What follows belongs to an exercise in optimizing a design on an open flow for small area; a production flow would make more cautious choices.
In this exercise RTL edits were held to simulation tests only and were not proved equivalent to the original.
Power figures rest on the tool's default switching activity, not on a simulated workload.

**design.v**
```verilog
module iot_filter_engine #(
    parameter int DATA_W  = 128,
    parameter int IN_W    = 8,
    parameter int GROUP_N = 8,
    parameter int FRAME_N = 96
) (
    input  logic                clk,
    input  logic                rst,
    input  logic                in_en,
    input  logic [IN_W-1:0]     iot_in,
    input  logic [2:0]          fn_sel,
    input  logic [DATA_W-1:0]   thr_lo,
    input  logic [DATA_W-1:0]   thr_hi,
    output logic                busy,
    output logic                valid,
    output logic [DATA_W-1:0]   iot_out,
    output logic                frame_done
);
    localparam int BEATS = DATA_W / IN_W;
    localparam int BW    = (BEATS > 1) ? $clog2(BEATS) : 1;
    localparam int LG    = $clog2(GROUP_N);
    localparam int WW    = $clog2(FRAME_N);
    localparam int AW    = DATA_W + LG;
    localparam logic [2:0] M_PASS    = 3'b000;
    localparam logic [2:0] M_MAX     = 3'b001;
    localparam logic [2:0] M_MIN     = 3'b010;
    localparam logic [2:0] M_AVG     = 3'b011;
    localparam logic [2:0] M_EXTRACT = 3'b100;
    localparam logic [2:0] M_EXCLUDE = 3'b101;
    localparam logic [2:0] M_PMAX    = 3'b110;
    localparam logic [2:0] M_PMIN    = 3'b111;
    logic [DATA_W-1:0] sr_q, sr_d;
    logic [BW-1:0]     beat_q, beat_d;
    logic [WW-1:0]     asm_word_q, asm_word_d;
    logic              word_vld_q, word_vld_d;
    logic [WW-1:0]     word_idx_q, word_idx_d;
    logic [2:0]        mode_q, mode_d;
    logic [DATA_W-1:0] lo_q, lo_d;
    logic [DATA_W-1:0] hi_q, hi_d;
    logic [DATA_W-1:0] ext_q, ext_d;
    logic [AW-1:0]     acc_q, acc_d;
    logic [DATA_W-1:0] peak_q, peak_d;
    logic              peak_have_q, peak_have_d;
    logic              busy_q, busy_d;
    logic              valid_q, valid_d;
    logic              fdone_q, fdone_d;
    logic [DATA_W-1:0] out_q, out_d;
    logic              accept;
    logic              grp_last;
    logic              frm_last;
    logic              in_rng;
    logic              min_type;
    logic              emit;
    logic [LG-1:0]     pos;
    logic [DATA_W-1:0] cur_ext;
    logic [DATA_W-1:0] res;
    logic [AW-1:0]     cur_sum;
    always_comb begin
        sr_d        = sr_q;
        beat_d      = beat_q;
        asm_word_d  = asm_word_q;
        word_vld_d  = 1'b0;
        word_idx_d  = word_idx_q;
        mode_d      = mode_q;
        lo_d        = lo_q;
        hi_d        = hi_q;
        ext_d       = ext_q;
        acc_d       = acc_q;
        peak_d      = peak_q;
        peak_have_d = peak_have_q;
        busy_d      = busy_q;
        valid_d     = 1'b0;
        fdone_d     = 1'b0;
        out_d       = out_q;
        emit        = 1'b0;
        res         = sr_q;
        accept   = in_en && !busy_q;
        pos      = word_idx_q[LG-1:0];
        grp_last = (pos == LG'(GROUP_N - 1));
        frm_last = (word_idx_q == WW'(FRAME_N - 1));
        in_rng   = (sr_q >= lo_q) && (sr_q <= hi_q);
        min_type = (mode_q == M_MIN) || (mode_q == M_PMIN);
        if (pos == '0) begin
            cur_ext = sr_q;
        end else if (min_type) begin
            cur_ext = (sr_q < ext_q) ? sr_q : ext_q;
        end else begin
            cur_ext = (sr_q > ext_q) ? sr_q : ext_q;
        end
        cur_sum = (pos == '0) ? AW'(sr_q) : (acc_q + AW'(sr_q));
        if (fdone_q) begin
            busy_d = 1'b0;
        end
        if (word_vld_q) begin
            ext_d = cur_ext;
            acc_d = cur_sum;
            case (mode_q)
                M_PASS: begin
                    emit = 1'b1;
                    res  = sr_q;
                end
                M_MAX, M_MIN: begin
                    emit = grp_last;
                    res  = cur_ext;
                end
                M_AVG: begin
                    emit = grp_last;
                    res  = DATA_W'(cur_sum >> LG);
                end
                M_EXTRACT: emit = in_rng;
                M_EXCLUDE: emit = !in_rng;
                M_PMAX, M_PMIN: begin
                    if (grp_last && (!peak_have_q ||
                        (min_type ? (cur_ext < peak_q) : (cur_ext > peak_q)))) begin
                        emit        = 1'b1;
                        res         = cur_ext;
                        peak_d      = cur_ext;
                        peak_have_d = 1'b1;
                    end
                end
                default: emit = 1'b0;
            endcase
            valid_d = emit;
            fdone_d = frm_last;
            if (emit) begin
                out_d = res;
            end
        end
        if (accept) begin
            sr_d = (sr_q << IN_W) | DATA_W'(iot_in);
            if (beat_q == '0 && asm_word_q == '0) begin
                mode_d      = fn_sel;
                lo_d        = thr_lo;
                hi_d        = thr_hi;
                peak_d      = '0;
                peak_have_d = 1'b0;
            end
            if (beat_q == BW'(BEATS - 1)) begin
                beat_d     = '0;
                word_vld_d = 1'b1;
                word_idx_d = asm_word_q;
                if (asm_word_q == WW'(FRAME_N - 1)) begin
                    asm_word_d = '0;
                    busy_d     = 1'b1;
                end else begin
                    asm_word_d = asm_word_q + 1'b1;
                end
            end else begin
                beat_d = beat_q + 1'b1;
            end
        end
    end
    always_ff @(posedge clk or negedge rst) begin
        if (!rst) begin
            sr_q        <= '0;
            beat_q      <= '0;
            asm_word_q  <= '0;
            word_vld_q  <= 1'b0;
            word_idx_q  <= '0;
            mode_q      <= M_PASS;
            lo_q        <= '0;
            hi_q        <= '0;
            ext_q       <= '0;
            acc_q       <= '0;
            peak_q      <= '0;
            peak_have_q <= 1'b0;
            busy_q      <= 1'b0;
            valid_q     <= 1'b0;
            fdone_q     <= 1'b0;
            out_q       <= '0;
        end else begin
            sr_q        <= sr_d;
            beat_q      <= beat_d;
            asm_word_q  <= asm_word_d;
            word_vld_q  <= word_vld_d;
            word_idx_q  <= word_idx_d;
            mode_q      <= mode_d;
            lo_q        <= lo_d;
            hi_q        <= hi_d;
            ext_q       <= ext_d;
            acc_q       <= acc_d;
            peak_q      <= peak_d;
            peak_have_q <= peak_have_d;
            busy_q      <= busy_d;
            valid_q     <= valid_d;
            fdone_q     <= fdone_d;
            out_q       <= out_d;
        end
    end
    assign busy       = busy_q;
    assign valid      = valid_q;
    assign iot_out    = out_q;
    assign frame_done = fdone_q;
endmodule
```
**run.sh**
```bash
#!/bin/bash
# synth_recipe.tcl (not shown) runs the flow's synth.tcl, then flattens the netlist and writes it again
# the make line also repeats each setting of config.mk as NAME=value (left out here)
make -C /OpenROAD-flow-scripts/flow DESIGN_CONFIG=/design/flow/config.mk WORK_HOME=/design/flow/orfs CLKGATE_MAP_FILE= SYNTH_SCRIPT=/design/flow/synth_recipe.tcl finish
```
**config.mk**
```make
export PLATFORM = sky130hd
export DESIGN_NAME = iot_filter_engine
export DESIGN_NICKNAME = iot_filter_engine
export VERILOG_FILES = /design/flow/design.v
export SDC_FILE = /design/flow/constraint.sdc
export NUM_CORES = 4
export LEC_CHECK = 0
export CAP_MARGIN = 20
export CORE_MARGIN = 2
export CORE_UTILIZATION = 40
export SLEW_MARGIN = 20
```
**constraint.sdc**
```tcl
create_clock -name core_clock -period 9.0 [get_ports {clk}]
set_input_delay 1.8000 -clock core_clock [delete_from_list [all_inputs] [get_ports {clk}]]
set_output_delay 1.8000 -clock core_clock [all_outputs]
set_load 0.01 [all_outputs]
```
==> flow_summary_export.csv <==
group,metric,value,unit
place,portBuffers,400,
critical_path,reg2reg_setup_slack,300,ps
timing,slew_headroom,0.190,
synth,syn_inst,7122,
timing,fin_crit_sh,0.967,
power_and_ir_drop,p_leak,36.8,nW
synth,ys_async_sr_fraction,1.00,
place,gp_congestion,0.985,
global_route,grt_overflow,0,
detailed_routing,vias,55000,
clock_network,clk_path_buf_depth,3,
synth,synth_xor_xnor_area_share,0.0174,
timing,fin_crit,8700,ps
critical_path,path_delay_family,"simple AND/OR/NAND/NOR gates",
synth,synth.area.top_cells,"dfrtp_1, ha_1, a21oi_1",
timing,tightest_slew,1210,ps
global_route,grt_pass1_wl,330000,µm
critical_path,reg2reg_depth,30,
detailed_routing,viasPerCell,5.67,
synth,yosys.area_share.simple,0.139,
timing,finalMaxSlewViolations,0,
flow_run,cap_violations,0,
finish,drive_gt1_frac,0.0909,
timing,final.setup_skew,32.4,ps
detailed_routing,wl_per_cell,22.4,µm
hold_path,holdPathStages,2,
timing,setup_tns,0,ps
finish,utilization,0.478,
clock_network,clkSlewWorstSetupHoldPaths,60,ps
global_route,grt_pass1_vias,53600,
critical_path,critPathMaxStageDelay,700,ps
critical_path,crit_required,9600,ps
synth,synth_cell_types,84,
outcome,outcome,"complete, no violations",
synth,synth_top_family_by_area,"compound AO/OA/AOI/OAI gates",
floorplanning,fp.dieW,395,µm
place,post_dp_cell_area,68800,µm²
timing,setup_viol,0,
synth,synth_edf_count,0,
synth,synthAdderAreaFrac,0.132,
critical_path,start_kind,"flop",
floorplanning,pin_count,401,
timing,max_freq,115,MHz
finish,antennaDiodeCount,0,
floorplanning,coreArea,152000,µm²
clock_network,htreeDepth,3,
place,dpl.hpwl,162000,µm
critical_path,critPathCaptureType,"flop",
global_route,antenna_found_initial,5,
synth,synthTopCellsByCount,"dfrtp_1, nand2_1, inv_1",
synth,synth.largest_area_cell,"dfrtp_1",
synth,yosysWarnings,1,
global_route,grt_max_degree,226,
critical_path,worst-path-buf-inv,8,
finish,fin_area,72600,µm²
floorplanning,start_util,0.402,
detailed_routing,first_pass_iters,6,
detailed_routing,drt-total-wl,217000,µm
clock_network,cts_tree,"built",
critical_path,critPathArrivalTime,9300,ps
floorplanning,num_rows,143,
synth,yosysTopAreaCellShare,0.379,
detailed_routing,drcViolationCount,0,
finish,nFillCells,14700,
clock_network,root_buffer,"clkbuf_16",
critical_path,rr_endpoint,"out_q[19]",
synth,yosysSeqAreaShare,0.379,
synth,synthMuxAreaShare,0.0543,
synth,synth.most_common_cell,"dfrtp_1",
power_and_ir_drop,ir_worst_vdd,0.153,mV
floorplanning,die-height,395,µm
clock_network,cts_hold_buf,0,
critical_path,critPathSlowestCell,"a222oi_1",
synth,synth_compound_area_frac,0.209,
finish,area_growth,18.9,%
synth,synth_fp_nets,8037,
detailed_routing,ant_nets,0,
hold_path,hold_class,"reg -> reg",
critical_path,criticalPathCategory,"reg -> reg",
clock_network,clkLatencyLatePin,770,ps
clock_network,cts_buffers,108,
synth,synth.avg_cell_area,8.57,µm²
synth,synth_ff_type,"dfrtp_1",
timing,hold_viol,0,
critical_path,crit_path_frequent_cell,"buf_4",
clock_network,clock_sinks,925,
synth,syn_area,61000,µm²
finish,nets,8496,
timing,rsz0062_at_grt,"no",
synth,ys_ff_latch,925,
global_route,grt_usage,0.272,
power_and_ir_drop,p_per_area,124,nW/µm²
detailed_routing,first_iter_violations,4902,
hold_path,hold_start,"word_idx_q[5]",
hold_path,whs_endpoint,"word_idx_q[5]",
floorplanning,dieArea,156000,µm²
critical_path,r2r-start,"sr_q[95]",
critical_path,cp_max_fo,42,
[cells in the final DEF, fill, tap and decap left out, types with 31 or more instances in the layout]
master             n
nor2_1           716
clkbuf_1          32
mux2i_1          124
mux2_2           179
nor3_1            82
nand2_1          741
a222oi_1          38
xnor2_1           74
dfrtp_1          923
a31oi_1           85
o21ai_0          590
clkdlybuf4s50_1  399
nand3_1           64
a211oi_1         159
a21oi_1          691
clkbuf_16        111
nand4_1          156
o21bai_1          52
a21o_1           180
ha_1             644
nor2b_1           31
a221oi_1          42
inv_1            720
buf_4            274
xor2_1            47
o31ai_1           39
[repair_timing]
action                     in CTS  in global routing
pin swaps                       1                  1
resized for setup               5                  9
setup buffers                   0                  4
setup endpoints to repair     257                183
cloned                          1                  0
[worst min-delay path, stage by stage (launching register included)]
cell	delay, ps
dfrtp_1	340
nand2_1	50
nand2_1	50
[power by group]
group / internal, mW / total, mW / switching, mW
Clock: 2.70 / 4.59 / 1.89
Combinational: 0.131 / 0.274 / 0.143
Sequential: 4.16 / 4.17 / 0.00336
[worst max path at each step]
| stage | cells after the start | startpoint | end |
|---|---|---|---|
| 6_report | 30 | sr_q[95] | out_q[19] |
| 5_1_grt | 29 | sr_q[95] | out_q[19] |
| 4_1_cts | 29 | sr_q[120] | out_q[19] |
| 3_5_place_dp | 29 | sr_q[120] | out_q[19] |
| 3_3_place_gp | 28 | sr_q[95] | out_q[19] |
| 2_1_floorplan | 29 | sr_q[45] | peak_q[100] |
[per-layer routing]
metal | GRT usage | vias to the layer above | share of wire
li1 | - | 26000 | -
met1 | 0.379 | 26700 | 0.44
met2 | 0.430 | 1921 | 0.45
met3 | 0.0399 | 388 | 0.068
met4 | 0.0983 | 4 | 0.039
met5 | 0 | - | 0.00013
[cells by family (layout without fill, tap and decap cells)]
kind of cell    after synthesis  in the layout
buf+inv                    1076           1617
flops                       925            925
xor+xnor                    121            121
fa+ha+maj                   645            645
mux                         307            307
simple gates               1954           1955
compound gates             2094           2094
[metrics by stage]
stage               total power, mW  instances  hold WS [ps]  setup slack [ps]
floorplan                      4.28       7122           437              2010
global placement               4.52       9495           462              -713
detailed placement             4.52       9495           463              -847
CTS                            9.11       9689           477              30.5
global route                   9.29       9694           506             0.409
finish                         9.03       9694           472               301
[area by class of cell]
type | instances | area (µm²) | share of cell area
flip-flops and latches | 925 | 23200 | 0.319
multi-input cells | 5122 | 33900 | 0.467
repair buffers | 703 | 6650 | 0.0917
inverters | 721 | 2710 | 0.0373
clock inverters | 31 | 450 | 0.00621
well taps | 2030 | 2540 | 0.0350
clock buffers | 162 | 3160 | 0.0435
[state kept, by name, indices dropped and copies added, names as in the netlist]
register     flops
valid_q          1
out_q          128
word_idx_q       7
fdone_q          1
asm_word_q       7
sr_q           128
peak_q         128
ext_q          128
peak_have_q      1
busy_q           1
lo_q           128
word_vld_q       1
hi_q           128
beat_q           4
mode_q           3
acc_q          131

## afterwards: timing with drivers on the ports
The flow's constraints put no driver on any port. The routed layout listed below was extracted and timed again, unchanged, in two steps.
Step 1, drivers: a clkbuf_16 drives clk and a buf_2 each remaining input, both assumed.
Step 2 adds t to the input delays and takes it off the output delays; t is the mean of the earliest and latest rising clock arrival at the registers after step 1. Input paths then give back, and output paths get back, about the clock's delay inside the block.
Slacks: ideal ports / drivers / drivers and shift; pairs: ideal ports / drivers.
t, ns: 0.841
slack for setup (ns): 0.301 / 0.301 / 0.301
worst hold slack (ns): 0.472 / 0.472 / 0.472
worst setup path at the end: register to register
cell pins on the clock port's net: 1
After both steps setup and hold are still met in this run. The setup slack of this run moves by 0.000 ns with the drivers and by 0.000 ns with both steps.
